From an optimization exercise on the open Yosys and OpenROAD flow, aimed at small area, a short achievable clock period and few clock cycles per item; shortcuts taken in it are not production practice.
Function was checked by simulation only, so behaviour that the tests miss may differ from the original.

### design.v
module cordic_vector (
  input  logic        clk,
  input  logic        reset,
  input  logic [31:0] x_in,
  input  logic [31:0] y_in,
  input  logic        in_valid,
  output logic        in_ready,
  output logic [31:0] angle,
  output logic [31:0] magnitude,
  output logic        out_valid,
  input  logic        out_ready
);
  function automatic logic [31:0] ztab1(input logic [4:0] ztab1_k);
    ztab1 = (ztab1_k[4] ? (ztab1_k[3] ? (ztab1_k[2] ? (ztab1_k[1] ? (ztab1_k[0] ? 32'hCB4298FC : 32'hAD9631F8) : (ztab1_k[0] ? 32'hBB94DE00 : 32'h9DE876FC)) : (ztab1_k[1] ? (ztab1_k[0] ? 32'hC34D2A58 : 32'hA5A0C354) : (ztab1_k[0] ? 32'hB39F6F5C : 32'h95F30858))) : (ztab1_k[2] ? (ztab1_k[1] ? (ztab1_k[0] ? 32'h620E7CF6 : 32'h446215F2) : (ztab1_k[0] ? 32'h5260C1FA : 32'h34B45AF6)) : (ztab1_k[1] ? (ztab1_k[0] ? 32'h5A190E52 : 32'h3C6CA74E) : (ztab1_k[0] ? 32'h4A6B5356 : 32'h2CBEEC52)))) : (ztab1_k[3] ? (ztab1_k[2] ? (ztab1_k[1] ? (ztab1_k[0] ? 32'hFD868FA5 : 32'hDFDA28A1) : (ztab1_k[0] ? 32'hEDD8D4A9 : 32'hD02C6DA5)) : (ztab1_k[1] ? (ztab1_k[0] ? 32'hF5912101 : 32'hD7E4B9FD) : (ztab1_k[0] ? 32'hE5E36605 : 32'hC836FF01))) : (ztab1_k[2] ? (ztab1_k[1] ? (ztab1_k[0] ? 32'h2FCA864D : 32'h121E1F49) : (ztab1_k[0] ? 32'h201CCB51 : 32'h0270644D)) : (ztab1_k[1] ? (ztab1_k[0] ? 32'h27D517A9 : 32'h0A28B0A5) : (ztab1_k[0] ? 32'h18275CAD : 32'hFA7AF5A9)))));
  endfunction
  function automatic logic [31:0] ztab2(input logic [2:0] ztab2_k);
    ztab2 = (ztab2_k[2] ? (ztab2_k[1] ? (ztab2_k[0] ? 32'h06FE7B7A : 32'h02FFD004) : (ztab2_k[0] ? 32'h04FEA620 : 32'h00FFFAAA)) : (ztab2_k[1] ? (ztab2_k[0] ? 32'h05FE80D0 : 32'h01FFD55A) : (ztab2_k[0] ? 32'h03FEAB76 : 32'h00000000)));
  endfunction
  function automatic logic [31:0] ztab3(input logic [3:0] ztab3_k);
    ztab3 = (ztab3_k[3] ? (ztab3_k[2] ? (ztab3_k[1] ? (ztab3_k[0] ? 32'h00EFFF38 : 32'h006FFFE4) : (ztab3_k[0] ? 32'h00AFFF4E : 32'h002FFFFA)) : (ztab3_k[1] ? (ztab3_k[0] ? 32'h00CFFF3C : 32'h004FFFE8) : (ztab3_k[0] ? 32'h008FFF52 : 32'h000FFFFE))) : (ztab3_k[2] ? (ztab3_k[1] ? (ztab3_k[0] ? 32'h00DFFF3A : 32'h005FFFE6) : (ztab3_k[0] ? 32'h009FFF50 : 32'h001FFFFC)) : (ztab3_k[1] ? (ztab3_k[0] ? 32'h00BFFF3E : 32'h003FFFEA) : (ztab3_k[0] ? 32'h007FFF54 : 32'h00000000))));
  endfunction
  logic en;   
  logic        v0, sx0, sy0;
  logic [31:0] xa0, ya0;
  always_ff @(posedge clk or negedge reset)
    if (!reset) v0 <= 1'b0;
    else if (en) v0 <= in_valid;
  always_ff @(posedge clk) if (en) begin
    sx0 <= x_in[31];
    sy0 <= y_in[31];
    xa0 <= (x_in ^ {32{x_in[31]}}) + {31'b0, x_in[31]};
    ya0 <= (y_in ^ {32{y_in[31]}}) + {31'b0, y_in[31]};
  end
  logic sx1, sy1, m1;
  logic [32:0] x_1_1;
  logic [33:0] y_1_1;
  assign sx1 = sx0;
  assign sy1 = sy0;
  cv_add #(.W(33)) u_x1_0 (.a({1'b0, xa0}), .b({1'b0, ya0}), .ci(1'b0), .s(x_1_1));
  assign m1 = (sx1 == sy1);
  cv_add #(.W(34)) u_y1_0 (.a(({2'b0, xa0} ^ {34{m1}})), .b(({2'b0, ya0} ^ {34{~m1}})), .ci(1'b1), .s(y_1_1));
  logic v1;
  logic [32:0] x1;
  logic [33:0] y1;
  logic [1:0] q1;
  always_ff @(posedge clk or negedge reset)
    if (!reset) v1 <= 1'b0;
    else if (en) v1 <= v0;
  always_ff @(posedge clk) if (en) begin
    x1 <= x_1_1;
    y1 <= y_1_1;
    q1 <= {sx1, sy1};
  end
  logic d1;
  assign d1 = ~y1[33];
  logic [33:0] ye_2_1;
  assign ye_2_1 = y1[33:0];
  logic [32:0] x_2_2;
  cv_add #(.W(33)) u_x2_1 (.a(x1), .b((ye_2_1[33:1] ^ {33{~d1}})), .ci(~d1), .s(x_2_2));
  logic [32:0] xs_2_1;
  assign xs_2_1 = {1'b0, x1[32:1]};
  logic [32:0] y_2_2;
  cv_add #(.W(33)) u_y2_1 (.a(y1[32:0]), .b((xs_2_1 ^ {33{d1}})), .ci(d1), .s(y_2_2));
  logic v2;
  logic [32:0] x2;
  logic [32:0] y2;
  logic [1:0] q2;
  logic [1:1] dd2;
  always_ff @(posedge clk or negedge reset)
    if (!reset) v2 <= 1'b0;
    else if (en) v2 <= v1;
  always_ff @(posedge clk) if (en) begin
    x2 <= x_2_2;
    y2 <= y_2_2;
    q2 <= q1;
    dd2 <= {d1};
  end
  logic d2;
  assign d2 = ~y2[32];
  logic [34:0] ye_3_2;
  assign ye_3_2 = {{2{y2[32]}}, y2};
  logic [32:0] x_3_3;
  cv_add #(.W(33)) u_x3_2 (.a(x2), .b((ye_3_2[34:2] ^ {33{~d2}})), .ci(~d2), .s(x_3_3));
  logic [31:0] xs_3_2;
  assign xs_3_2 = {1'b0, x2[32:2]};
  logic [31:0] y_3_3;
  cv_add #(.W(32)) u_y3_2 (.a(y2[31:0]), .b((xs_3_2 ^ {32{d2}})), .ci(d2), .s(y_3_3));
  logic v3;
  logic [32:0] x3;
  logic [31:0] y3;
  logic [1:0] q3;
  logic [2:1] dd3;
  always_ff @(posedge clk or negedge reset)
    if (!reset) v3 <= 1'b0;
    else if (en) v3 <= v2;
  always_ff @(posedge clk) if (en) begin
    x3 <= x_3_3;
    y3 <= y_3_3;
    q3 <= q2;
    dd3 <= {d2, dd2};
  end
  logic d3;
  assign d3 = ~y3[31];
  logic [35:0] ye_4_3;
  assign ye_4_3 = {{4{y3[31]}}, y3};
  logic [32:0] x_4_4;
  cv_add #(.W(33)) u_x4_3 (.a(x3), .b((ye_4_3[35:3] ^ {33{~d3}})), .ci(~d3), .s(x_4_4));
  logic [30:0] xs_4_3;
  assign xs_4_3 = {1'b0, x3[32:3]};
  logic [30:0] y_4_4;
  cv_add #(.W(31)) u_y4_3 (.a(y3[30:0]), .b((xs_4_3 ^ {31{d3}})), .ci(d3), .s(y_4_4));
  logic v4;
  logic [32:0] x4;
  logic [30:0] y4;
  logic [1:0] q4;
  logic [3:1] dd4;
  always_ff @(posedge clk or negedge reset)
    if (!reset) v4 <= 1'b0;
    else if (en) v4 <= v3;
  always_ff @(posedge clk) if (en) begin
    x4 <= x_4_4;
    y4 <= y_4_4;
    q4 <= q3;
    dd4 <= {d3, dd3};
  end
  logic d4;
  assign d4 = ~y4[30];
  logic [36:0] ye_5_4;
  assign ye_5_4 = {{6{y4[30]}}, y4};
  logic [32:0] x_5_5;
  cv_add #(.W(33)) u_x5_4 (.a(x4), .b((ye_5_4[36:4] ^ {33{~d4}})), .ci(~d4), .s(x_5_5));
  logic [29:0] xs_5_4;
  assign xs_5_4 = {1'b0, x4[32:4]};
  logic [29:0] y_5_5;
  cv_add #(.W(30)) u_y5_4 (.a(y4[29:0]), .b((xs_5_4 ^ {30{d4}})), .ci(d4), .s(y_5_5));
  logic v5;
  logic [32:0] x5;
  logic [29:0] y5;
  logic [1:0] q5;
  logic [4:1] dd5;
  always_ff @(posedge clk or negedge reset)
    if (!reset) v5 <= 1'b0;
    else if (en) v5 <= v4;
  always_ff @(posedge clk) if (en) begin
    x5 <= x_5_5;
    y5 <= y_5_5;
    q5 <= q4;
    dd5 <= {d4, dd4};
  end
  logic d5;
  assign d5 = ~y5[29];
  logic [37:0] ye_6_5;
  assign ye_6_5 = {{8{y5[29]}}, y5};
  logic [32:0] x_6_6;
  cv_add #(.W(33)) u_x6_5 (.a(x5), .b((ye_6_5[37:5] ^ {33{~d5}})), .ci(~d5), .s(x_6_6));
  logic [28:0] xs_6_5;
  assign xs_6_5 = {1'b0, x5[32:5]};
  logic [28:0] y_6_6;
  cv_add #(.W(29)) u_y6_5 (.a(y5[28:0]), .b((xs_6_5 ^ {29{d5}})), .ci(d5), .s(y_6_6));
  logic v6;
  logic [32:0] x6;
  logic [28:0] y6;
  logic [1:0] q6;
  logic [5:1] dd6;
  always_ff @(posedge clk or negedge reset)
    if (!reset) v6 <= 1'b0;
    else if (en) v6 <= v5;
  always_ff @(posedge clk) if (en) begin
    x6 <= x_6_6;
    y6 <= y_6_6;
    q6 <= q5;
    dd6 <= {d5, dd5};
  end
  logic d6;
  assign d6 = ~y6[28];
  logic [38:0] ye_7_6;
  assign ye_7_6 = {{10{y6[28]}}, y6};
  logic [32:0] x_7_7;
  cv_add #(.W(33)) u_x7_6 (.a(x6), .b((ye_7_6[38:6] ^ {33{~d6}})), .ci(~d6), .s(x_7_7));
  logic [27:0] xs_7_6;
  assign xs_7_6 = {1'b0, x6[32:6]};
  logic [27:0] y_7_7;
  cv_add #(.W(28)) u_y7_6 (.a(y6[27:0]), .b((xs_7_6 ^ {28{d6}})), .ci(d6), .s(y_7_7));
  logic v7;
  logic [32:0] x7;
  logic [27:0] y7;
  logic [1:0] q7;
  logic [6:1] dd7;
  always_ff @(posedge clk or negedge reset)
    if (!reset) v7 <= 1'b0;
    else if (en) v7 <= v6;
  always_ff @(posedge clk) if (en) begin
    x7 <= x_7_7;
    y7 <= y_7_7;
    q7 <= q6;
    dd7 <= {d6, dd6};
  end
  logic d7;
  assign d7 = ~y7[27];
  logic [39:0] ye_8_7;
  assign ye_8_7 = {{12{y7[27]}}, y7};
  logic [32:0] x_8_8;
  cv_add #(.W(33)) u_x8_7 (.a(x7), .b((ye_8_7[39:7] ^ {33{~d7}})), .ci(~d7), .s(x_8_8));
  logic [26:0] xs_8_7;
  assign xs_8_7 = {1'b0, x7[32:7]};
  logic [26:0] y_8_8;
  cv_add #(.W(27)) u_y8_7 (.a(y7[26:0]), .b((xs_8_7 ^ {27{d7}})), .ci(d7), .s(y_8_8));
  logic v8;
  logic [32:0] x8;
  logic [26:0] y8;
  logic [1:0] q8;
  logic [7:1] dd8;
  always_ff @(posedge clk or negedge reset)
    if (!reset) v8 <= 1'b0;
    else if (en) v8 <= v7;
  always_ff @(posedge clk) if (en) begin
    x8 <= x_8_8;
    y8 <= y_8_8;
    q8 <= q7;
    dd8 <= {d7, dd7};
  end
  logic d8;
  assign d8 = ~y8[26];
  logic [40:0] ye_9_8;
  assign ye_9_8 = {{14{y8[26]}}, y8};
  logic [32:0] x_9_9;
  cv_add #(.W(33)) u_x9_8 (.a(x8), .b((ye_9_8[40:8] ^ {33{~d8}})), .ci(~d8), .s(x_9_9));
  logic [25:0] xs_9_8;
  assign xs_9_8 = {1'b0, x8[32:8]};
  logic [25:0] y_9_9;
  cv_add #(.W(26)) u_y9_8 (.a(y8[25:0]), .b((xs_9_8 ^ {26{d8}})), .ci(d8), .s(y_9_9));
  logic v9;
  logic [32:0] x9;
  logic [25:0] y9;
  logic [1:0] q9;
  logic [8:1] dd9;
  always_ff @(posedge clk or negedge reset)
    if (!reset) v9 <= 1'b0;
    else if (en) v9 <= v8;
  always_ff @(posedge clk) if (en) begin
    x9 <= x_9_9;
    y9 <= y_9_9;
    q9 <= q8;
    dd9 <= {d8, dd8};
  end
  logic d9;
  assign d9 = ~y9[25];
  logic [41:0] ye_10_9;
  assign ye_10_9 = {{16{y9[25]}}, y9};
  logic [32:0] x_10_10;
  cv_add #(.W(33)) u_x10_9 (.a(x9), .b((ye_10_9[41:9] ^ {33{~d9}})), .ci(~d9), .s(x_10_10));
  logic [24:0] xs_10_9;
  assign xs_10_9 = {1'b0, x9[32:9]};
  logic [24:0] y_10_10;
  cv_add #(.W(25)) u_y10_9 (.a(y9[24:0]), .b((xs_10_9 ^ {25{d9}})), .ci(d9), .s(y_10_10));
  logic v10;
  logic [32:0] x10;
  logic [24:0] y10;
  logic [1:0] q10;
  logic [9:1] dd10;
  always_ff @(posedge clk or negedge reset)
    if (!reset) v10 <= 1'b0;
    else if (en) v10 <= v9;
  always_ff @(posedge clk) if (en) begin
    x10 <= x_10_10;
    y10 <= y_10_10;
    q10 <= q9;
    dd10 <= {d9, dd9};
  end
  logic d10;
  assign d10 = ~y10[24];
  logic [42:0] ye_11_10;
  assign ye_11_10 = {{18{y10[24]}}, y10};
  logic [32:0] x_11_11;
  cv_add #(.W(33)) u_x11_10 (.a(x10), .b((ye_11_10[42:10] ^ {33{~d10}})), .ci(~d10), .s(x_11_11));
  logic [23:0] xs_11_10;
  assign xs_11_10 = {1'b0, x10[32:10]};
  logic [23:0] y_11_11;
  cv_add #(.W(24)) u_y11_10 (.a(y10[23:0]), .b((xs_11_10 ^ {24{d10}})), .ci(d10), .s(y_11_11));
  logic v11;
  logic [32:0] x11;
  logic [23:0] y11;
  logic [1:0] q11;
  logic [10:1] dd11;
  always_ff @(posedge clk or negedge reset)
    if (!reset) v11 <= 1'b0;
    else if (en) v11 <= v10;
  always_ff @(posedge clk) if (en) begin
    x11 <= x_11_11;
    y11 <= y_11_11;
    q11 <= q10;
    dd11 <= {d10, dd10};
  end
  logic d11;
  assign d11 = ~y11[23];
  logic [43:0] ye_12_11;
  assign ye_12_11 = {{20{y11[23]}}, y11};
  logic [32:0] x_12_12;
  cv_add #(.W(33)) u_x12_11 (.a(x11), .b((ye_12_11[43:11] ^ {33{~d11}})), .ci(~d11), .s(x_12_12));
  logic [22:0] xs_12_11;
  assign xs_12_11 = {1'b0, x11[32:11]};
  logic [22:0] y_12_12;
  cv_add #(.W(23)) u_y12_11 (.a(y11[22:0]), .b((xs_12_11 ^ {23{d11}})), .ci(d11), .s(y_12_12));
  logic v12;
  logic [32:0] x12;
  logic [22:0] y12;
  logic [1:0] q12;
  logic [11:1] dd12;
  always_ff @(posedge clk or negedge reset)
    if (!reset) v12 <= 1'b0;
    else if (en) v12 <= v11;
  always_ff @(posedge clk) if (en) begin
    x12 <= x_12_12;
    y12 <= y_12_12;
    q12 <= q11;
    dd12 <= {d11, dd11};
  end
  logic d12;
  assign d12 = ~y12[22];
  logic [44:0] ye_13_12;
  assign ye_13_12 = {{22{y12[22]}}, y12};
  logic [32:0] x_13_13;
  cv_add #(.W(33)) u_x13_12 (.a(x12), .b((ye_13_12[44:12] ^ {33{~d12}})), .ci(~d12), .s(x_13_13));
  logic [21:0] xs_13_12;
  assign xs_13_12 = {1'b0, x12[32:12]};
  logic [21:0] y_13_13;
  cv_add #(.W(22)) u_y13_12 (.a(y12[21:0]), .b((xs_13_12 ^ {22{d12}})), .ci(d12), .s(y_13_13));
  logic v13;
  logic [32:0] x13;
  logic [21:0] y13;
  logic [1:0] q13;
  logic [12:1] dd13;
  always_ff @(posedge clk or negedge reset)
    if (!reset) v13 <= 1'b0;
    else if (en) v13 <= v12;
  always_ff @(posedge clk) if (en) begin
    x13 <= x_13_13;
    y13 <= y_13_13;
    q13 <= q12;
    dd13 <= {d12, dd12};
  end
  logic d13;
  assign d13 = ~y13[21];
  logic [45:0] ye_14_13;
  assign ye_14_13 = {{24{y13[21]}}, y13};
  logic [32:0] x_14_14;
  cv_add #(.W(33)) u_x14_13 (.a(x13), .b((ye_14_13[45:13] ^ {33{~d13}})), .ci(~d13), .s(x_14_14));
  logic [20:0] xs_14_13;
  assign xs_14_13 = {1'b0, x13[32:13]};
  logic [20:0] y_14_14;
  cv_add #(.W(21)) u_y14_13 (.a(y13[20:0]), .b((xs_14_13 ^ {21{d13}})), .ci(d13), .s(y_14_14));
  logic v14;
  logic [32:0] x14;
  logic [20:0] y14;
  logic [1:0] q14;
  logic [13:1] dd14;
  always_ff @(posedge clk or negedge reset)
    if (!reset) v14 <= 1'b0;
    else if (en) v14 <= v13;
  always_ff @(posedge clk) if (en) begin
    x14 <= x_14_14;
    y14 <= y_14_14;
    q14 <= q13;
    dd14 <= {d13, dd13};
  end
  logic d14;
  assign d14 = ~y14[20];
  logic [46:0] ye_15_14;
  assign ye_15_14 = {{26{y14[20]}}, y14};
  logic [32:0] x_15_15;
  cv_add #(.W(33)) u_x15_14 (.a(x14), .b((ye_15_14[46:14] ^ {33{~d14}})), .ci(~d14), .s(x_15_15));
  logic [19:0] xs_15_14;
  assign xs_15_14 = {1'b0, x14[32:14]};
  logic [19:0] y_15_15;
  cv_add #(.W(20)) u_y15_14 (.a(y14[19:0]), .b((xs_15_14 ^ {20{d14}})), .ci(d14), .s(y_15_15));
  logic v15;
  logic [32:0] x15;
  logic [19:0] y15;
  logic [1:0] q15;
  logic [14:1] dd15;
  always_ff @(posedge clk or negedge reset)
    if (!reset) v15 <= 1'b0;
    else if (en) v15 <= v14;
  always_ff @(posedge clk) if (en) begin
    x15 <= x_15_15;
    y15 <= y_15_15;
    q15 <= q14;
    dd15 <= {d14, dd14};
  end
  logic d15;
  assign d15 = ~y15[19];
  logic [47:0] ye_16_15;
  assign ye_16_15 = {{28{y15[19]}}, y15};
  logic [32:0] x_16_16;
  cv_add #(.W(33)) u_x16_15 (.a(x15), .b((ye_16_15[47:15] ^ {33{~d15}})), .ci(~d15), .s(x_16_16));
  logic [18:0] xs_16_15;
  assign xs_16_15 = {1'b0, x15[32:15]};
  logic [18:0] y_16_16;
  cv_add #(.W(19)) u_y16_15 (.a(y15[18:0]), .b((xs_16_15 ^ {19{d15}})), .ci(d15), .s(y_16_16));
  logic v16;
  logic [32:0] x16;
  logic [18:0] y16;
  logic [1:0] q16;
  logic [15:1] dd16;
  always_ff @(posedge clk or negedge reset)
    if (!reset) v16 <= 1'b0;
    else if (en) v16 <= v15;
  always_ff @(posedge clk) if (en) begin
    x16 <= x_16_16;
    y16 <= y_16_16;
    q16 <= q15;
    dd16 <= {d15, dd15};
  end
  logic d16;
  assign d16 = ~y16[18];
  logic [48:0] ye_17_16;
  assign ye_17_16 = {{30{y16[18]}}, y16};
  logic [32:0] x_17_17;
  cv_add #(.W(33)) u_x17_16 (.a(x16), .b((ye_17_16[48:16] ^ {33{~d16}})), .ci(~d16), .s(x_17_17));
  logic [17:0] xs_17_16;
  assign xs_17_16 = {1'b0, x16[32:16]};
  logic [17:0] y_17_17;
  cv_add #(.W(18)) u_y17_16 (.a(y16[17:0]), .b((xs_17_16 ^ {18{d16}})), .ci(d16), .s(y_17_17));
  logic v17;
  logic [32:0] x17;
  logic [17:0] y17;
  logic [1:0] q17;
  logic [16:1] dd17;
  always_ff @(posedge clk or negedge reset)
    if (!reset) v17 <= 1'b0;
    else if (en) v17 <= v16;
  always_ff @(posedge clk) if (en) begin
    x17 <= x_17_17;
    y17 <= y_17_17;
    q17 <= q16;
    dd17 <= {d16, dd16};
  end
  logic d17;
  assign d17 = ~y17[17];
  logic [16:0] xs_18_17;
  assign xs_18_17 = {1'b0, x17[32:17]};
  logic [16:0] y_18_18;
  cv_add #(.W(17)) u_y18_17 (.a(y17[16:0]), .b((xs_18_17 ^ {17{d17}})), .ci(d17 ^ 1'b0), .s(y_18_18));
  logic [3:0] c_18_18;
  assign c_18_18 = {3'b0, ~d17};
  logic v18;
  logic [32:0] x18;
  logic [16:0] y18;
  logic [3:0] c18;
  logic [4:0] l4n_18;
  assign l4n_18 = {1'b0, x17[3:0]} + {1'b0, c_18_18};
  logic cyr18;
  logic [1:0] q18;
  logic [17:1] dd18;
  always_ff @(posedge clk or negedge reset)
    if (!reset) v18 <= 1'b0;
    else if (en) v18 <= v17;
  always_ff @(posedge clk) if (en) begin
    x18 <= x17;
    y18 <= y_18_18;
    c18 <= c_18_18;
    cyr18 <= (&x17[17:4]) & l4n_18[4];
    q18 <= q17;
    dd18 <= {d17, dd17};
  end
  logic d18;
  assign d18 = ~y18[16];
  logic [15:0] xs_19_18;
  assign xs_19_18 = {1'b0, x18[32:18]};
  logic [15:0] y_19_19;
  cv_add #(.W(16)) u_y19_18 (.a(y18[15:0]), .b((xs_19_18 ^ {16{d18}})), .ci(d18 ^ cyr18), .s(y_19_19));
  logic [3:0] c_19_19;
  assign c_19_19 = c18 + {3'b0, ~d18};
  logic v19;
  logic [32:0] x19;
  logic [15:0] y19;
  logic [3:0] c19;
  logic [4:0] l4n_19;
  assign l4n_19 = {1'b0, x18[3:0]} + {1'b0, c_19_19};
  logic cyr19;
  logic [1:0] q19;
  logic [18:1] dd19;
  always_ff @(posedge clk or negedge reset)
    if (!reset) v19 <= 1'b0;
    else if (en) v19 <= v18;
  always_ff @(posedge clk) if (en) begin
    x19 <= x18;
    y19 <= y_19_19;
    c19 <= c_19_19;
    cyr19 <= (&x18[18:4]) & l4n_19[4];
    q19 <= q18;
    dd19 <= {d18, dd18};
  end
  logic d19;
  assign d19 = ~y19[15];
  logic [14:0] xs_20_19;
  assign xs_20_19 = {1'b0, x19[32:19]};
  logic [14:0] y_20_20;
  cv_add #(.W(15)) u_y20_19 (.a(y19[14:0]), .b((xs_20_19 ^ {15{d19}})), .ci(d19 ^ cyr19), .s(y_20_20));
  logic [3:0] c_20_20;
  assign c_20_20 = c19 + {3'b0, ~d19};
  logic v20;
  logic [32:0] x20;
  logic [14:0] y20;
  logic [3:0] c20;
  logic [4:0] l4n_20;
  assign l4n_20 = {1'b0, x19[3:0]} + {1'b0, c_20_20};
  logic cyr20;
  logic [1:0] q20;
  logic [19:1] dd20;
  always_ff @(posedge clk or negedge reset)
    if (!reset) v20 <= 1'b0;
    else if (en) v20 <= v19;
  always_ff @(posedge clk) if (en) begin
    x20 <= x19;
    y20 <= y_20_20;
    c20 <= c_20_20;
    cyr20 <= (&x19[19:4]) & l4n_20[4];
    q20 <= q19;
    dd20 <= {d19, dd19};
  end
  logic d20;
  assign d20 = ~y20[14];
  logic [13:0] xs_21_20;
  assign xs_21_20 = {1'b0, x20[32:20]};
  logic [13:0] y_21_21;
  cv_add #(.W(14)) u_y21_20 (.a(y20[13:0]), .b((xs_21_20 ^ {14{d20}})), .ci(d20 ^ cyr20), .s(y_21_21));
  logic [3:0] c_21_21;
  assign c_21_21 = c20 + {3'b0, ~d20};
  logic v21;
  logic [32:0] x21;
  logic [13:0] y21;
  logic [3:0] c21;
  logic [4:0] l4n_21;
  assign l4n_21 = {1'b0, x20[3:0]} + {1'b0, c_21_21};
  logic cyr21;
  logic [1:0] q21;
  logic [20:1] dd21;
  always_ff @(posedge clk or negedge reset)
    if (!reset) v21 <= 1'b0;
    else if (en) v21 <= v20;
  always_ff @(posedge clk) if (en) begin
    x21 <= x20;
    y21 <= y_21_21;
    c21 <= c_21_21;
    cyr21 <= (&x20[20:4]) & l4n_21[4];
    q21 <= q20;
    dd21 <= {d20, dd20};
  end
  logic d21;
  assign d21 = ~y21[13];
  logic [12:0] xs_22_21;
  assign xs_22_21 = {1'b0, x21[32:21]};
  logic [12:0] y_22_22;
  cv_add #(.W(13)) u_y22_21 (.a(y21[12:0]), .b((xs_22_21 ^ {13{d21}})), .ci(d21 ^ cyr21), .s(y_22_22));
  logic [3:0] c_22_22;
  assign c_22_22 = c21 + {3'b0, ~d21};
  logic v22;
  logic [32:0] x22;
  logic [12:0] y22;
  logic [3:0] c22;
  logic [4:0] l4n_22;
  assign l4n_22 = {1'b0, x21[3:0]} + {1'b0, c_22_22};
  logic cyr22;
  logic [1:0] q22;
  logic [21:1] dd22;
  always_ff @(posedge clk or negedge reset)
    if (!reset) v22 <= 1'b0;
    else if (en) v22 <= v21;
  always_ff @(posedge clk) if (en) begin
    x22 <= x21;
    y22 <= y_22_22;
    c22 <= c_22_22;
    cyr22 <= (&x21[21:4]) & l4n_22[4];
    q22 <= q21;
    dd22 <= {d21, dd21};
  end
  logic d22;
  assign d22 = ~y22[12];
  logic [11:0] xs_23_22;
  assign xs_23_22 = {1'b0, x22[32:22]};
  logic [11:0] y_23_23;
  cv_add #(.W(12)) u_y23_22 (.a(y22[11:0]), .b((xs_23_22 ^ {12{d22}})), .ci(d22 ^ cyr22), .s(y_23_23));
  logic [3:0] c_23_23;
  assign c_23_23 = c22 + {3'b0, ~d22};
  logic v23;
  logic [32:0] x23;
  logic [11:0] y23;
  logic [3:0] c23;
  logic [4:0] l4n_23;
  assign l4n_23 = {1'b0, x22[3:0]} + {1'b0, c_23_23};
  logic cyr23;
  logic [1:0] q23;
  logic [22:1] dd23;
  always_ff @(posedge clk or negedge reset)
    if (!reset) v23 <= 1'b0;
    else if (en) v23 <= v22;
  always_ff @(posedge clk) if (en) begin
    x23 <= x22;
    y23 <= y_23_23;
    c23 <= c_23_23;
    cyr23 <= (&x22[22:4]) & l4n_23[4];
    q23 <= q22;
    dd23 <= {d22, dd22};
  end
  logic d23;
  assign d23 = ~y23[11];
  logic [10:0] xs_24_23;
  assign xs_24_23 = {1'b0, x23[32:23]};
  logic [10:0] y_24_24;
  cv_add #(.W(11)) u_y24_23 (.a(y23[10:0]), .b((xs_24_23 ^ {11{d23}})), .ci(d23 ^ cyr23), .s(y_24_24));
  logic [3:0] c_24_24;
  assign c_24_24 = c23 + {3'b0, ~d23};
  logic v24;
  logic [32:0] x24;
  logic [10:0] y24;
  logic [3:0] c24;
  logic [4:0] l4n_24;
  assign l4n_24 = {1'b0, x23[3:0]} + {1'b0, c_24_24};
  logic cyr24;
  logic [1:0] q24;
  logic [23:1] dd24;
  always_ff @(posedge clk or negedge reset)
    if (!reset) v24 <= 1'b0;
    else if (en) v24 <= v23;
  always_ff @(posedge clk) if (en) begin
    x24 <= x23;
    y24 <= y_24_24;
    c24 <= c_24_24;
    cyr24 <= (&x23[23:4]) & l4n_24[4];
    q24 <= q23;
    dd24 <= {d23, dd23};
  end
  logic d24;
  assign d24 = ~y24[10];
  logic [9:0] xs_25_24;
  assign xs_25_24 = {1'b0, x24[32:24]};
  logic [9:0] y_25_25;
  cv_add #(.W(10)) u_y25_24 (.a(y24[9:0]), .b((xs_25_24 ^ {10{d24}})), .ci(d24 ^ cyr24), .s(y_25_25));
  logic [3:0] c_25_25;
  assign c_25_25 = c24 + {3'b0, ~d24};
  logic v25;
  logic [32:0] x25;
  logic [9:0] y25;
  logic [3:0] c25;
  logic [4:0] l4n_25;
  assign l4n_25 = {1'b0, x24[3:0]} + {1'b0, c_25_25};
  logic cyr25;
  logic [1:0] q25;
  logic [24:1] dd25;
  always_ff @(posedge clk or negedge reset)
    if (!reset) v25 <= 1'b0;
    else if (en) v25 <= v24;
  always_ff @(posedge clk) if (en) begin
    x25 <= x24;
    y25 <= y_25_25;
    c25 <= c_25_25;
    cyr25 <= (&x24[24:4]) & l4n_25[4];
    q25 <= q24;
    dd25 <= {d24, dd24};
  end
  logic d25;
  assign d25 = ~y25[9];
  logic [8:0] xs_26_25;
  assign xs_26_25 = {1'b0, x25[32:25]};
  logic [8:0] y_26_26;
  cv_add #(.W(9)) u_y26_25 (.a(y25[8:0]), .b((xs_26_25 ^ {9{d25}})), .ci(d25 ^ cyr25), .s(y_26_26));
  logic [3:0] c_26_26;
  assign c_26_26 = c25 + {3'b0, ~d25};
  logic v26;
  logic [32:0] x26;
  logic [8:0] y26;
  logic [3:0] c26;
  logic [4:0] l4n_26;
  assign l4n_26 = {1'b0, x25[3:0]} + {1'b0, c_26_26};
  logic cyr26;
  logic [1:0] q26;
  logic [25:1] dd26;
  always_ff @(posedge clk or negedge reset)
    if (!reset) v26 <= 1'b0;
    else if (en) v26 <= v25;
  always_ff @(posedge clk) if (en) begin
    x26 <= x25;
    y26 <= y_26_26;
    c26 <= c_26_26;
    cyr26 <= (&x25[25:4]) & l4n_26[4];
    q26 <= q25;
    dd26 <= {d25, dd25};
  end
  logic d26;
  assign d26 = ~y26[8];
  logic [8:0] xs_27_26;
  assign xs_27_26 = {2'b0, x26[32:26]};
  logic [8:0] y_27_27;
  cv_add #(.W(9)) u_y27_26 (.a(y26[8:0]), .b((xs_27_26 ^ {9{d26}})), .ci(d26 ^ cyr26), .s(y_27_27));
  logic [3:0] c_27_27;
  assign c_27_27 = c26 + {3'b0, ~d26};
  logic v27;
  logic [32:0] x27;
  logic [8:0] y27;
  logic [3:0] c27;
  logic [4:0] l4n_27;
  assign l4n_27 = {1'b0, x26[3:0]} + {1'b0, c_27_27};
  logic cyr27;
  logic [1:0] q27;
  logic [26:1] dd27;
  always_ff @(posedge clk or negedge reset)
    if (!reset) v27 <= 1'b0;
    else if (en) v27 <= v26;
  always_ff @(posedge clk) if (en) begin
    x27 <= x26;
    y27 <= y_27_27;
    c27 <= c_27_27;
    cyr27 <= (&x26[26:4]) & l4n_27[4];
    q27 <= q26;
    dd27 <= {d26, dd26};
  end
  logic d27;
  assign d27 = ~y27[8];
  logic [8:0] xs_28_27;
  assign xs_28_27 = {3'b0, x27[32:27]};
  logic [8:0] y_28_28;
  cv_add #(.W(9)) u_y28_27 (.a(y27[8:0]), .b((xs_28_27 ^ {9{d27}})), .ci(d27 ^ cyr27), .s(y_28_28));
  logic [3:0] c_28_28;
  assign c_28_28 = c27 + {3'b0, ~d27};
  logic v28;
  logic [32:0] x28;
  logic [8:0] y28;
  logic [3:0] c28;
  logic [4:0] l4n_28;
  assign l4n_28 = {1'b0, x27[3:0]} + {1'b0, c_28_28};
  logic cyr28;
  logic [1:0] q28;
  logic [27:1] dd28;
  always_ff @(posedge clk or negedge reset)
    if (!reset) v28 <= 1'b0;
    else if (en) v28 <= v27;
  always_ff @(posedge clk) if (en) begin
    x28 <= x27;
    y28 <= y_28_28;
    c28 <= c_28_28;
    cyr28 <= (&x27[27:4]) & l4n_28[4];
    q28 <= q27;
    dd28 <= {d27, dd27};
  end
  logic d28;
  assign d28 = ~y28[8];
  logic [8:0] xs_29_28;
  assign xs_29_28 = {4'b0, x28[32:28]};
  logic [8:0] y_29_29;
  cv_add #(.W(9)) u_y29_28 (.a(y28[8:0]), .b((xs_29_28 ^ {9{d28}})), .ci(d28 ^ cyr28), .s(y_29_29));
  logic [3:0] c_29_29;
  assign c_29_29 = c28 + {3'b0, ~d28};
  logic v29;
  logic [32:0] x29;
  logic [8:0] y29;
  logic [3:0] c29;
  logic [4:0] l4n_29;
  assign l4n_29 = {1'b0, x28[3:0]} + {1'b0, c_29_29};
  logic cyr29;
  logic [1:0] q29;
  logic [28:1] dd29;
  always_ff @(posedge clk or negedge reset)
    if (!reset) v29 <= 1'b0;
    else if (en) v29 <= v28;
  always_ff @(posedge clk) if (en) begin
    x29 <= x28;
    y29 <= y_29_29;
    c29 <= c_29_29;
    cyr29 <= (&x28[28:4]) & l4n_29[4];
    q29 <= q28;
    dd29 <= {d28, dd28};
  end
  logic d29;
  assign d29 = ~y29[8];
  logic [8:0] xs_30_29;
  assign xs_30_29 = {5'b0, x29[32:29]};
  logic [8:0] y_30_30;
  cv_add #(.W(9)) u_y30_29 (.a(y29[8:0]), .b((xs_30_29 ^ {9{d29}})), .ci(d29 ^ cyr29), .s(y_30_30));
  logic [3:0] c_30_30;
  assign c_30_30 = c29 + {3'b0, ~d29};
  logic v30;
  logic [32:0] x30;
  logic [8:0] y30;
  logic [3:0] c30;
  logic [4:0] l4n_30;
  assign l4n_30 = {1'b0, x29[3:0]} + {1'b0, c_30_30};
  logic cyr30;
  logic [1:0] q30;
  logic [29:1] dd30;
  always_ff @(posedge clk or negedge reset)
    if (!reset) v30 <= 1'b0;
    else if (en) v30 <= v29;
  always_ff @(posedge clk) if (en) begin
    x30 <= x29;
    y30 <= y_30_30;
    c30 <= c_30_30;
    cyr30 <= (&x29[29:4]) & l4n_30[4];
    q30 <= q29;
    dd30 <= {d29, dd29};
  end
  logic d30;
  assign d30 = ~y30[8];
  logic [8:0] xs_31_30;
  assign xs_31_30 = {6'b0, x30[32:30]};
  logic [8:0] y_31_31;
  cv_add #(.W(9)) u_y31_30 (.a(y30[8:0]), .b((xs_31_30 ^ {9{d30}})), .ci(d30 ^ cyr30), .s(y_31_31));
  logic [3:0] c_31_31;
  assign c_31_31 = c30 + {3'b0, ~d30};
  logic v31;
  logic [32:0] x31;
  logic [8:0] y31;
  logic [3:0] c31;
  logic [1:0] q31;
  logic [29:1] dd31;
  always_ff @(posedge clk or negedge reset)
    if (!reset) v31 <= 1'b0;
    else if (en) v31 <= v30;
  always_ff @(posedge clk) if (en) begin
    x31 <= x30;
    y31 <= y_31_31;
    c31 <= c_31_31;
    q31 <= q30;
    dd31 <= {dd30};
  end
  logic [3:0] cf;
  assign cf = c31 + {3'b0, y31[8]};
  logic [55:0] pp0;
  assign pp0 = {23'b0, ~x31} << 0;
  logic [55:0] pp3;
  assign pp3 = {23'b0, ~x31} << 3;
  logic [55:0] pp7;
  assign pp7 = {23'b0, x31} << 7;
  logic [55:0] pp9;
  assign pp9 = {23'b0, x31} << 9;
  logic [55:0] pp11;
  assign pp11 = {23'b0, ~x31} << 11;
  logic [55:0] pp14;
  assign pp14 = {23'b0, ~x31} << 14;
  logic [55:0] pp17;
  assign pp17 = {23'b0, ~x31} << 17;
  logic [55:0] pp20;
  assign pp20 = {23'b0, x31} << 20;
  logic [55:0] pp22;
  assign pp22 = {23'b0, x31} << 22;
  logic [55:0] ppc;
  assign ppc = (cf[3] ? (cf[2] ? (cf[1] ? (cf[0] ? 56'hFB6FEE04903502 : 56'hFB6FEE04427A8B) : (cf[0] ? 56'hFB6FEE03F4C014 : 56'hFB6FEE03A7059D)) : (cf[1] ? (cf[0] ? 56'hFB6FEE03594B26 : 56'hFB6FEE030B90AF) : (cf[0] ? 56'hFB6FEE02BDD638 : 56'hFB6FEE02701BC1))) : (cf[2] ? (cf[1] ? (cf[0] ? 56'hFB6FEE0222614A : 56'hFB6FEE01D4A6D3) : (cf[0] ? 56'hFB6FEE0186EC5C : 56'hFB6FEE013931E5)) : (cf[1] ? (cf[0] ? 56'hFB6FEE00EB776E : 56'hFB6FEE009DBCF7) : (cf[0] ? 56'hFB6FEE00500280 : 56'hFB6FEE00024809))));
  logic [55:0] pm_s0_0, pm_c0_0;
  assign pm_s0_0 = pp0 ^ pp3 ^ pp7;
  assign pm_c0_0 = ((pp0 & pp3) | (pp0 & pp7) | (pp3 & pp7)) << 1;
  logic [55:0] pm_s0_3, pm_c0_3;
  assign pm_s0_3 = pp9 ^ pp11 ^ pp14;
  assign pm_c0_3 = ((pp9 & pp11) | (pp9 & pp14) | (pp11 & pp14)) << 1;
  logic [55:0] pm_s0_6, pm_c0_6;
  assign pm_s0_6 = pp17 ^ pp20 ^ pp22;
  assign pm_c0_6 = ((pp17 & pp20) | (pp17 & pp22) | (pp20 & pp22)) << 1;
  logic [55:0] pm_s1_0, pm_c1_0;
  assign pm_s1_0 = pm_s0_0 ^ pm_c0_0 ^ pm_s0_3;
  assign pm_c1_0 = ((pm_s0_0 & pm_c0_0) | (pm_s0_0 & pm_s0_3) | (pm_c0_0 & pm_s0_3)) << 1;
  logic [55:0] pm_s1_3, pm_c1_3;
  assign pm_s1_3 = pm_c0_3 ^ pm_s0_6 ^ pm_c0_6;
  assign pm_c1_3 = ((pm_c0_3 & pm_s0_6) | (pm_c0_3 & pm_c0_6) | (pm_s0_6 & pm_c0_6)) << 1;
  logic [55:0] pm_s2_0, pm_c2_0;
  assign pm_s2_0 = pm_s1_0 ^ pm_c1_0 ^ pm_s1_3;
  assign pm_c2_0 = ((pm_s1_0 & pm_c1_0) | (pm_s1_0 & pm_s1_3) | (pm_c1_0 & pm_s1_3)) << 1;
  logic [55:0] pm_s3_0, pm_c3_0;
  assign pm_s3_0 = pm_s2_0 ^ pm_c2_0 ^ pm_c1_3;
  assign pm_c3_0 = ((pm_s2_0 & pm_c2_0) | (pm_s2_0 & pm_c1_3) | (pm_c2_0 & pm_c1_3)) << 1;
  logic [55:0] pm_s4_0, pm_c4_0;
  assign pm_s4_0 = pm_s3_0 ^ pm_c3_0 ^ ppc;
  assign pm_c4_0 = ((pm_s3_0 & pm_c3_0) | (pm_s3_0 & ppc) | (pm_c3_0 & ppc)) << 1;
  logic [8:0] plo;
  assign plo = {1'b0, pm_s4_0[7:0]} + {1'b0, pm_c4_0[7:0]};
  logic [31:0] mag_n, ang_n, zsum;
  logic [31:0] zt1, zt2, zt3, zb;
  assign zt1 = ztab1({q31, dd31[3:1]});
  assign zt2 = ztab2(dd31[6:4]);
  assign zt3 = ztab3(dd31[10:7]);
  assign zb = {12'b0, dd31[11], dd31[12], dd31[13], dd31[14], dd31[15], dd31[16], dd31[17],
                 dd31[18], dd31[19], dd31[20], dd31[21], dd31[22], dd31[23], dd31[24],
                 dd31[25], dd31[26], dd31[27], dd31[28], dd31[29], 1'b1};
  logic [31:0] zs_s0_0, zs_c0_0;
  assign zs_s0_0 = zt1 ^ zt2 ^ zt3;
  assign zs_c0_0 = ((zt1 & zt2) | (zt1 & zt3) | (zt2 & zt3)) << 1;
  logic [31:0] zs_s1_0, zs_c1_0;
  assign zs_s1_0 = zs_s0_0 ^ zs_c0_0 ^ zb;
  assign zs_c1_0 = ((zs_s0_0 & zs_c0_0) | (zs_s0_0 & zb) | (zs_c0_0 & zb)) << 1;
  logic vm, mc, zf;
  logic [55:8] ma, mb;
  logic [16:0] zlo;
  assign zlo = {1'b0, zs_s1_0[15:0]} + {1'b0, zs_c1_0[15:0]};
  logic [31:16] zha, zhb;
  logic [15:0] zl;
  logic zc;
  always_ff @(posedge clk or negedge reset)
    if (!reset) vm <= 1'b0;
    else if (en) vm <= v31;
  always_ff @(posedge clk) if (en) begin
    ma <= pm_s4_0[55:8];
    mb <= pm_c4_0[55:8];
    mc <= plo[8];
    zha <= zs_s1_0[31:16];
    zhb <= zs_c1_0[31:16];
    zl <= zlo[15:0];
    zc <= zlo[16];
    zf <= (x31 == 33'd0);
  end
  logic [55:8] phi;
  assign phi = ma + mb + {47'b0, mc};
  assign mag_n = (phi[55:54] != 2'b00) ? 32'h7FFFFFFF : {1'b0, phi[53:23]};
  logic [31:16] zh;
  assign zh = zha + zhb + {15'b0, zc};
  assign zsum = {zh, zl};
  assign ang_n = zf ? 32'h0 : zsum;
  logic        rv, kv;
  logic [31:0] ra, rm, ka, km;
  logic        take, incoming, load_r;
  assign en       = ~kv;
  assign take     = rv & out_ready;
  assign incoming = en & vm;
  assign load_r   = ~rv | take;
  logic        rv_d, kv_d, rdy;
  always_comb begin
    rv_d = rv;
    kv_d = kv;
    if (kv) begin
      if (take) kv_d = 1'b0;
    end else if (incoming) begin
      if (load_r) rv_d = 1'b1;
      else kv_d = 1'b1;
    end else if (take) begin
      rv_d = 1'b0;
    end
  end
  always_ff @(posedge clk or negedge reset)
    if (!reset) begin
      rv  <= 1'b0;
      kv  <= 1'b0;
    end else begin
      rv  <= rv_d;
      kv  <= kv_d;
    end
  always_ff @(posedge clk) rdy <= ~kv_d;
  always_ff @(posedge clk) begin
    if (kv ? take : load_r) begin
      ra <= kv ? ka : ang_n;
      rm <= kv ? km : mag_n;
    end
    if (~kv) begin   
      ka <= ang_n;
      km <= mag_n;
    end
  end
  assign in_ready  = rdy;
  assign out_valid = rv;
  assign angle     = ra;
  assign magnitude = rm;
endmodule
module cv_add #(
  parameter int W = 8
) (
  input  logic [W-1:0] a,
  input  logic [W-1:0] b,
  input  logic         ci,
  output logic [W-1:0] s
);
  localparam int L = (W > 32) ? 6 : (W > 16) ? 5 : (W > 8) ? 4 : (W > 4) ? 3 : (W > 2) ? 2 : 1;
  logic [(L+1)*W-1:0] g, p;
  assign p[W-1:0] = a ^ b;
  assign g[W-1:0] = (a & b) | {{(W-1){1'b0}}, (a[0] ^ b[0]) & ci};
  for (genvar l = 0; l < L; l++) begin : g_lvl
    for (genvar i = 0; i < W; i++) begin : g_bit
      if ((i >> l) & 1) begin : g_op
        localparam int J = ((i >> (l + 1)) << (l + 1)) + (1 << l) - 1;
        assign g[(l+1)*W+i] = g[l*W+i] | (p[l*W+i] & g[l*W+J]);
        assign p[(l+1)*W+i] = p[l*W+i] & p[l*W+J];
      end else begin : g_pass
        assign g[(l+1)*W+i] = g[l*W+i];
        assign p[(l+1)*W+i] = p[l*W+i];
      end
    end
  end
  if (W > 1) begin : g_sum
    assign s = p[W-1:0] ^ {g[L*W +: W-1], ci};
  end else begin : g_sum1
    assign s = p[0] ^ ci;
  end
endmodule
### flow/run.sh
#!/bin/bash
# The standard layout, with the resizer allowed to change cell footprints and asked for
# more setup slack than the constraint needs, so that it shortens the critical paths.
set -euo pipefail
bash standard.sh synth > synth.log 2>&1
bash standard.sh MATCH_CELL_FOOTPRINT=0 SETUP_SLACK_MARGIN=8.1 finish > layout.log 2>&1
### standard.sh
#!/bin/bash
# synth_recipe.tcl (not shown) runs the flow's synth.tcl, then flattens the netlist and writes it again
# the make line also repeats each setting of config.mk as NAME=value (left out here)
make -C /OpenROAD-flow-scripts/flow DESIGN_CONFIG=/design/flow/config.mk WORK_HOME=/design/flow/orfs CLKGATE_MAP_FILE= SYNTH_SCRIPT=/design/flow/synth_recipe.tcl "${@:-finish}"
### config.mk
export PLATFORM = sky130hd
export DESIGN_NAME = cordic_vector
export DESIGN_NICKNAME = cordic_vector
export VERILOG_FILES = /design/flow/design.v
export SDC_FILE = /design/flow/constraint.sdc
export NUM_CORES = 4
export LEC_CHECK = 0
export CAP_MARGIN = 20
export CORE_MARGIN = 2
export CORE_UTILIZATION = 45
export CTS_CLUSTER_DIAMETER = 120
export CTS_CLUSTER_SIZE = 25
export SLEW_MARGIN = 20
### constraint.sdc
create_clock -name core_clock -period 12.0 [get_ports {clk}]
set_input_delay 2.4000 -clock core_clock [delete_from_list [all_inputs] [get_ports {clk}]]
set_output_delay 2.4000 -clock core_clock [all_outputs]
set_load 0.01 [all_outputs]
==> flow_summary.json, run 1 <==
{
  "final_design_area_no_fill_um2": 154000,
  "synth.top_cell.area_share": 0.535,
  "cts.root.buffer_cell": "clkbuf_16",
  "cp_data_arrival_time_ns": 5.34,
  "route.vias.total": 77700,
  "yosys_register_bits": 2580,
  "synthDominantAreaCellType": "edfxtp_1",
  "wl_met2_mm": 161,
  "drc_errors": 0,
  "die_x_um": 560,
  "endpoint_kind": "flip-flop",
  "ff_to_ff_path_depth": 20,
  "synthToLayoutAreaGrowth_pct": 10.4,
  "timing.max_cap.violations": 0,
  "met3_wirelength_mm": 6.59,
  "crit_start": "dd31[2]$_DFFE_PN_",
  "rsz_0062_raised_after_global_routing": "true",
  "final_layout_size_suffix_gt1_frac": 0.0883,
  "design.die.area_um2": 314000,
  "synth_top_cells_by_count": "edfxtp_1 (2480), xnor2_1 (1115), inv_1 (1074)",
  "ys_seq_area_frac": 0.551,
  "placed_cells": 14600,
  "yosys_most_used_dff": "edfxtp_1",
  "detail_route.wirelength_mm": 288,
  "post_synth.cell_area_avg_um2": 13.2,
  "fill_cell_count": 26700,
  "routedLengthMet1_mm": 109,
  "timing_worst_slew_pin_value_ns": 1.02,
  "top_post_synthesis_cells_by_area": "edfxtp_1 (54%), ha_1 (9.6%), xnor2_1 (7.0%)",
  "finalWeightedCongestion": 0.873,
  "timing.critical_path.fanout_max": 5,
  "worstSetupStartpointType": "flip-flop",
  "drt_pass1_iterations": 7,
  "finalWorstPathRequiredPeriod_ns": 4.69,
  "period_share": 0.391,
  "initial_util": 0.451,
  "dp.final_hpwl_mm": 212,
  "ctsHtreeMaxLevel": 3,
  "syn_nets": 12100,
  "async_set_or_reset_flop_fraction_in_the_synthesized_netlist": 0.0136,
  "crit-reg2reg-launch": "dd31[2]$_DFFE_PN_",
  "postSynthCellCount": 10500,
  "placeableCoreArea_um2": 308000,
  "synthMostInstantiatedCell": "edfxtp_1",
  "timing.rr.end": "zl[14]$_DFFE_PN_",
  "yosys.cell_types.count": 98,
  "vias_per_std_cell": 5.15,
  "clkSinkCount": 2580,
  "global_route.overflow_total": 0,
  "critical_path.endpoint": "zl[14]$_DFFE_PN_",
  "clkTransAtPathRegs_ns": 0.09,
  "timing.hold.ws_ns": 0.386,
  "drt_iter0_markers": 4176,
  "timing_worst_setup_path_type": "reg -> reg",
  "cp_data_required_time_ns": 12.65,
  "route.antenna.remaining_nets": 0,
  "dieHeight_um": 560,
  "slew_viol_final": 0,
  "hold_viol_final": 0,
  "largest_net_degree_at_the_start_of_global_routing": 177,
  "final-instance-count-excl-fill": 15100,
  "clk-insertion-delay-late_ns": 0.92,
  "global_route_wire_length_before_repair_mm": 448,
  "cts_tree": "built",
  "track_usage": 0.180,
  "mappedNetlistArea_um2": 139000,
  "number_of_ports_placed_on_the_die_boundary": 134,
  "std_cell_rows": 204,
  "totalNegativeSetupSlack_ns": 0,
  "highest_layer": "met4",
  "antenna_found_initial": 1,
  "reg2reg_slack_ns": 7.31,
  "synth_edf_count": 2480,
  "placed_cell_area_um2": 146000,
  "clock.fmax_ghz": 0.213,
  "timing.max_slew.rel_slack": 0.318,
  "nets": 12500,
  "cts_inserted_buffers": 121,
  "synth.yosys.warnings": 1,
  "input_output_buffers": 133,
  "clockBufferDepth": 4,
  "hp-class": "reg -> reg",
  "worst_clock_skew_ns": 0.0914,
  "via_count_of_the_first_global_routing_pass": 81400,
  "largest_registers_ranked_by_flip_flop_count": "ma x48, mb x48",
  "setup_viol_count_final": 0,
  "post_drt_wl_per_cell_um": 19.1,
  "outcome": "timing/DRC/antenna clean"
}
[critical path: stages, from the launching register on]
cell and delay, ns:
edfxtp_1 0.52, inv_4 0.16, ha_4 0.15, inv_2 0.04, mux4_2 0.51, fa_1 0.47
fa_1 0.51, inv_2 0.05, ha_4 0.21, buf_4 0.13, buf_6 0.11, a21oi_4 0.15
o21bai_1 0.09, a21oi_2 0.15, nor2b_1 0.06, o21a_1 0.19, nor3_2 0.14, nor2_2 0.06
or4_4 0.46, a41oi_4 0.17, xnor2_1 0.10
[cell families (layout without fill, tap and decap cells)]
group,after synthesis,after routing,share of synthesized area
buf+inv,1273,1729,0.0346
flops,2580,2580,0.551
xor+xnor,1737,1737,0.109
simple gates,1851,1851,0.0663
compound gates,1448,1448,0.0694
mux,81,81,0.00646
fa+ha+maj,1535,1535,0.163
other cells,0,1,0
[layout by cell type (no fill, tap or decap), types with 65 or more instances in the layout]
cell type and instances:
ha_1 1050, and3_1 79, xor2_1 614, a21oi_1 369
nand2_1 302, fa_1 453, nor2b_1 118, o21ai_0 198
inv_1 1050, a21o_1 171, nand4_1 130, o21a_1 155
nand2b_1 94, xnor2_1 1098, nor2_1 553, dfxtp_1 65
edfxtp_1 2480, nand3_1 145, nor3_1 143, clkbuf_16 149
buf_4 237, clkbuf_2 67
[how the worst min path moves through the flow]
stage | start | end | slack (ns) | depth (start not counted)
floorplan | dd9[1]$_DFFE_PN_ | dd10[1]$_DFFE_PN_ | 0.40 | 0
global placement | dd28[13]$_DFFE_PN_ | dd29[13]$_DFFE_PN_ | 0.40 | 0
detailed placement | dd10[7]$_DFFE_PN_ | dd11[7]$_DFFE_PN_ | 0.40 | 0
CTS | dd2$_DFFE_PN_ | dd3[1]$_DFFE_PN_ | 0.38 | 0
global route | q2[1]$_DFFE_PN_ | q3[1]$_DFFE_PN_ | 0.39 | 0
finish | dd2$_DFFE_PN_ | dd3[1]$_DFFE_PN_ | 0.39 | 0
[final cells by class]
type                       count  area, um^2  share of cell area
antenna                        1        2.50           0.0000163
clock buffer                 177        3310              0.0216
clock inverter                16         185             0.00121
inverter                    1076        4120              0.0268
multi-input combinational   6652       59600               0.388
sequential                  2580       76600               0.499
tap                         4120        5150              0.0336
timing repair buffer         459        4540              0.0296
timing repair inverter         1        5.00           0.0000326
[what timing repair did]
action | in CTS | in global routing
hold buffers | 0 | 0
cloned | 14 | 13
gates resized for setup | 496 | 254
endpoints found under the setup margin | 1443 | 1013
pin swaps | 66 | 108
buffers inserted | 119 | 113
[metal layers]
| metal | GRT usage | vias to the layer above |
|---|---|---|
| met1 | 0.196 | 38500 |
| met5 | 0 | - |
| met4 | 0.0609 | 0 |
| met2 | 0.356 | 947 |
| met3 | 0.0183 | 472 |
| li1 | - | 37800 |
[through the flow]
step / util / setup WS, ns
floorplan: - / 5.13
global placement: 0.472 / 5.32
detailed placement: 0.472 / 5.44
CTS: 0.491 / 7.28
global route: 0.498 / 7.11
finish: 0.498 / 7.31
Testbench counts, summed over its fixed seeds: cycles 2,320, items 2,048.
==> run 2, diff against run 1 <==
==> flow/run.sh (replaced) <==
#!/bin/bash
# The standard layout, with the resizer allowed to change cell footprints and asked for
# more setup slack than the constraint needs, so that it shortens the critical paths.
set -euo pipefail
bash standard.sh synth > synth.log 2>&1
bash standard.sh MATCH_CELL_FOOTPRINT=0 SETUP_SLACK_MARGIN=8.0 finish > layout.log 2>&1
==> flow_summary.json, run 2 <==
{
  "async_set_or_reset_flop_fraction_in_the_synthesized_netlist": 0.0136,
  "syn_nets": 12100,
  "worst_clock_skew_ns": 0.0974,
  "detail_route.wirelength_mm": 284,
  "cts.root.buffer_cell": "clkbuf_16",
  "synthToLayoutAreaGrowth_pct": 9.81,
  "route.vias.total": 77200,
  "hp-class": "reg -> reg",
  "cp_data_required_time_ns": 12.65,
  "totalNegativeSetupSlack_ns": 0,
  "yosys_most_used_dff": "edfxtp_1",
  "synth_edf_count": 2480,
  "dieHeight_um": 560,
  "final_core_util": 0.496,
  "yosys_register_bits": 2580,
  "synth.top_cell.area_share": 0.535,
  "drt_pass1_iterations": 5,
  "nets": 12400,
  "global_route_wire_length_before_repair_mm": 446,
  "clkTransAtPathRegs_ns": 0.09,
  "cpLargestDelayFamily": "adder cells",
  "placeableCoreArea_um2": 308000,
  "timing.hold.ws_ns": 0.385,
  "setup_viol_count_final": 0,
  "outcome": "timing/DRC/antenna clean",
  "rsz_0062_raised_after_global_routing": "true",
  "timing_worst_slew_pin_value_ns": 1.02,
  "final_layout_size_suffix_gt1_frac": 0.0699,
  "cts_inserted_buffers": 121,
  "clk-insertion-delay-late_ns": 0.92,
  "cts_tree": "built",
  "drt_iter0_markers": 4189,
  "multi_input_comb_area_um2": 59200,
  "antenna_found_initial": 4,
  "finalWorstPathRequiredPeriod_ns": 4.69,
  "clock.fmax_ghz": 0.213,
  "slew_viol_final": 0,
  "dp.final_hpwl_mm": 212,
  "most_common_cell_after_layout_fill_and_taps_aside": "edfxtp_1",
  "synthMostInstantiatedCell": "edfxtp_1",
  "clkSinkCount": 2580,
  "timing.critical_path.fanout_max": 5,
  "postSynthCellCount": 10500,
  "synthDominantAreaCellType": "edfxtp_1",
  "synth_top_cells_by_count": "edfxtp_1 (2480), xnor2_1 (1115), inv_1 (1074)",
  "final-instance-count-excl-fill": 15000,
  "largest_net_degree_at_the_start_of_global_routing": 210,
  "endpoint_kind": "flip-flop",
  "largest_registers_ranked_by_flip_flop_count": "ma x48, mb x48",
  "ctsHtreeMaxLevel": 3,
  "drc_errors": 0,
  "vias_per_std_cell": 5.14,
  "placed_cells": 14600,
  "top_post_synthesis_cells_by_area": "edfxtp_1 (54%), ha_1 (9.6%), xnor2_1 (7.0%)",
  "timing_worst_setup_path_type": "reg -> reg",
  "number_of_ports_placed_on_the_die_boundary": 134,
  "track_usage": 0.178,
  "finalWeightedCongestion": 0.873,
  "worstSetupStartpointType": "flip-flop",
  "hold_viol_final": 0,
  "timing.max_cap.violations": 0,
  "clockBufferDepth": 4,
  "design.die.area_um2": 314000,
  "std_cell_rows": 204,
  "timing.max_slew.rel_slack": 0.317,
  "critical_path_cell_by_cell": "inv_4 -> ha_4 -> inv_2 -> mux4_2 -> fa_1 -> fa_1 -> inv_2 -> ha_4 -> buf_4 -> buf_6 -> a21oi_4 -> o21bai_1 -> a21oi_2 -> nor2b_1 -> o21a_1 -> nor3_2 -> nor2_2 -> or4_4 -> a41oi_4 -> xnor2_1",
  "ys_seq_area_frac": 0.551,
  "fill_cell_count": 26700,
  "worstPathBufferInverterCount": 5,
  "global_route.overflow_total": 0,
  "synth.yosys.warnings": 1,
  "register_area_um2": 76600,
  "mappedNetlistArea_um2": 139000,
  "post_drt_wl_per_cell_um": 18.9,
  "yosys.cell_types.count": 98,
  "post_synth.cell_area_avg_um2": 13.2,
  "most-common-layout-cells": "edfxtp_1 (2480), xnor2_1 (1104), inv_1 (1057)",
  "initial_util": 0.451,
  "cpMaxStageDelayCell": "edfxtp_1",
  "input_output_buffers": 133,
  "period_share": 0.391,
  "critical-path-max-stage-delay_ns": 0.52,
  "route.antenna.remaining_nets": 0,
  "die_x_um": 560,
  "cp_data_arrival_time_ns": 5.34,
  "via_count_of_the_first_global_routing_pass": 81200
}
## run 2: layout make-up
cell class,instances,share of cell area
flip-flops and latches,2580,0.502
multi-input cells,6652,0.387
well taps,4120,0.0337
repair buffers,387,0.0277
inverters,1076,0.0268
clock buffers,177,0.0217
clock inverters,16,0.00121
diodes,3,0.0000491
repair inverters,1,0.0000327
## run 2: kinds of logic (layout without fill, tap and decap cells)
group	count (synthesis)	count (layout)	share of synthesized area
AOI/OAI and AO/OA	1448	1448	0.0694
xor gates and xnor gates	1737	1737	0.109
adders and majority gates	1535	1535	0.163
buffers and inverters	1273	1657	0.0346
DFF	2580	2580	0.551
muxes	81	81	0.00646
other	0	3	0
and+or+nand+nor	1851	1851	0.0663
## run 2: repair_timing
item                                     CTS  global route
gates cloned                              10             6
endpoints found under the setup margin  1364           981
pin swaps                                 49            66
setup buffers                             88            83
gates resized for setup                  353           197
hold buffers                               0             0
## run 2: routing by layer
layer  vias up  wire (um)  track usage
met5         -         13            0
met4         2      10600       0.0620
met3       447       6560       0.0186
met2       907     159000        0.353
met1     38200     108000        0.194
li1      37600          -            -
## run 2: worst paths after layout
check	from	endpoint	slack (ns)	depth (start not counted)
setup / recovery	dd31[2]$_DFFE_PN_	zl[14]$_DFFE_PN_	7.31	20
max in group asynchronous	reset	kv$_DFF_PN0_	9.78	2
hold / removal	dd2$_DFFE_PN_	dd3[1]$_DFFE_PN_	0.38	0
hold reg to reg	dd2$_DFFE_PN_	dd3[1]$_DFFE_PN_	0.38	0
min in group asynchronous	reset	v25$_DFFE_PN0N_	1.89	2
setup reg to reg	dd31[2]$_DFFE_PN_	zl[14]$_DFFE_PN_	7.31	20
## run 2: stage by stage
step / worst slack [ns] / area [um^2]
3_3_place_gp: 5.32 / 145000
5_1_grt: 7.11 / 153000
4_1_cts: 7.28 / 151000
6_report: 7.31 / 153000
3_5_place_dp: 5.44 / 146000
2_1_floorplan: 5.13 / 139000
## run 2: worst register-to-register path, delay by kind of cell, from the launching register on
| kind | cells | cell delay (ns) |
|---|---|---|
| adder cells (fa/ha/maj) | 4 | 1.34 |
| AO/OA/AOI/OAI | 5 | 0.76 |
| AND/OR/NAND/NOR | 4 | 0.72 |
| flip-flops | 1 | 0.52 |
| multiplexers | 1 | 0.51 |
| buffers and inverters | 5 | 0.49 |
| XOR/XNOR | 1 | 0.10 |

[separate check: timing with driven ports]
In the flow no input, the clock included, has a driving cell. The finished layouts below were timed again as built, in two steps. Step 1: set_driving_cell puts a clkbuf_16 on clk and a buf_2 on each other input, an assumption about the parent block. Step 2 moves the port delays by t, midway between the first and last clock arrival at a register: inputs arrive t later, outputs are due t later. That takes back most of the time a late clock gives input paths. Slacks: no drivers / after step 1 / after step 2; pairs: no drivers / after step 1.
| run | t (ns) | slack for setup (ns) | latest minus earliest clock arrival (ns) | worst slew at a driven data input, ns | cell pins on the clock port's net |
|---|---|---|---|---|---|
| run 1 | 0.979 | 7.313 / 7.313 / 7.199 | 0.092 / 0.091 | 0.08 | 1 |
| run 2 | 0.978 | 7.306 / 7.306 / 7.119 | 0.099 / 0.099 | 0.08 | 1 |
After both steps every run listed still meets setup and hold. For run 2, which loses most, drivers alone change the setup slack by 0.000 ns; drivers and shift together by -0.187 ns.
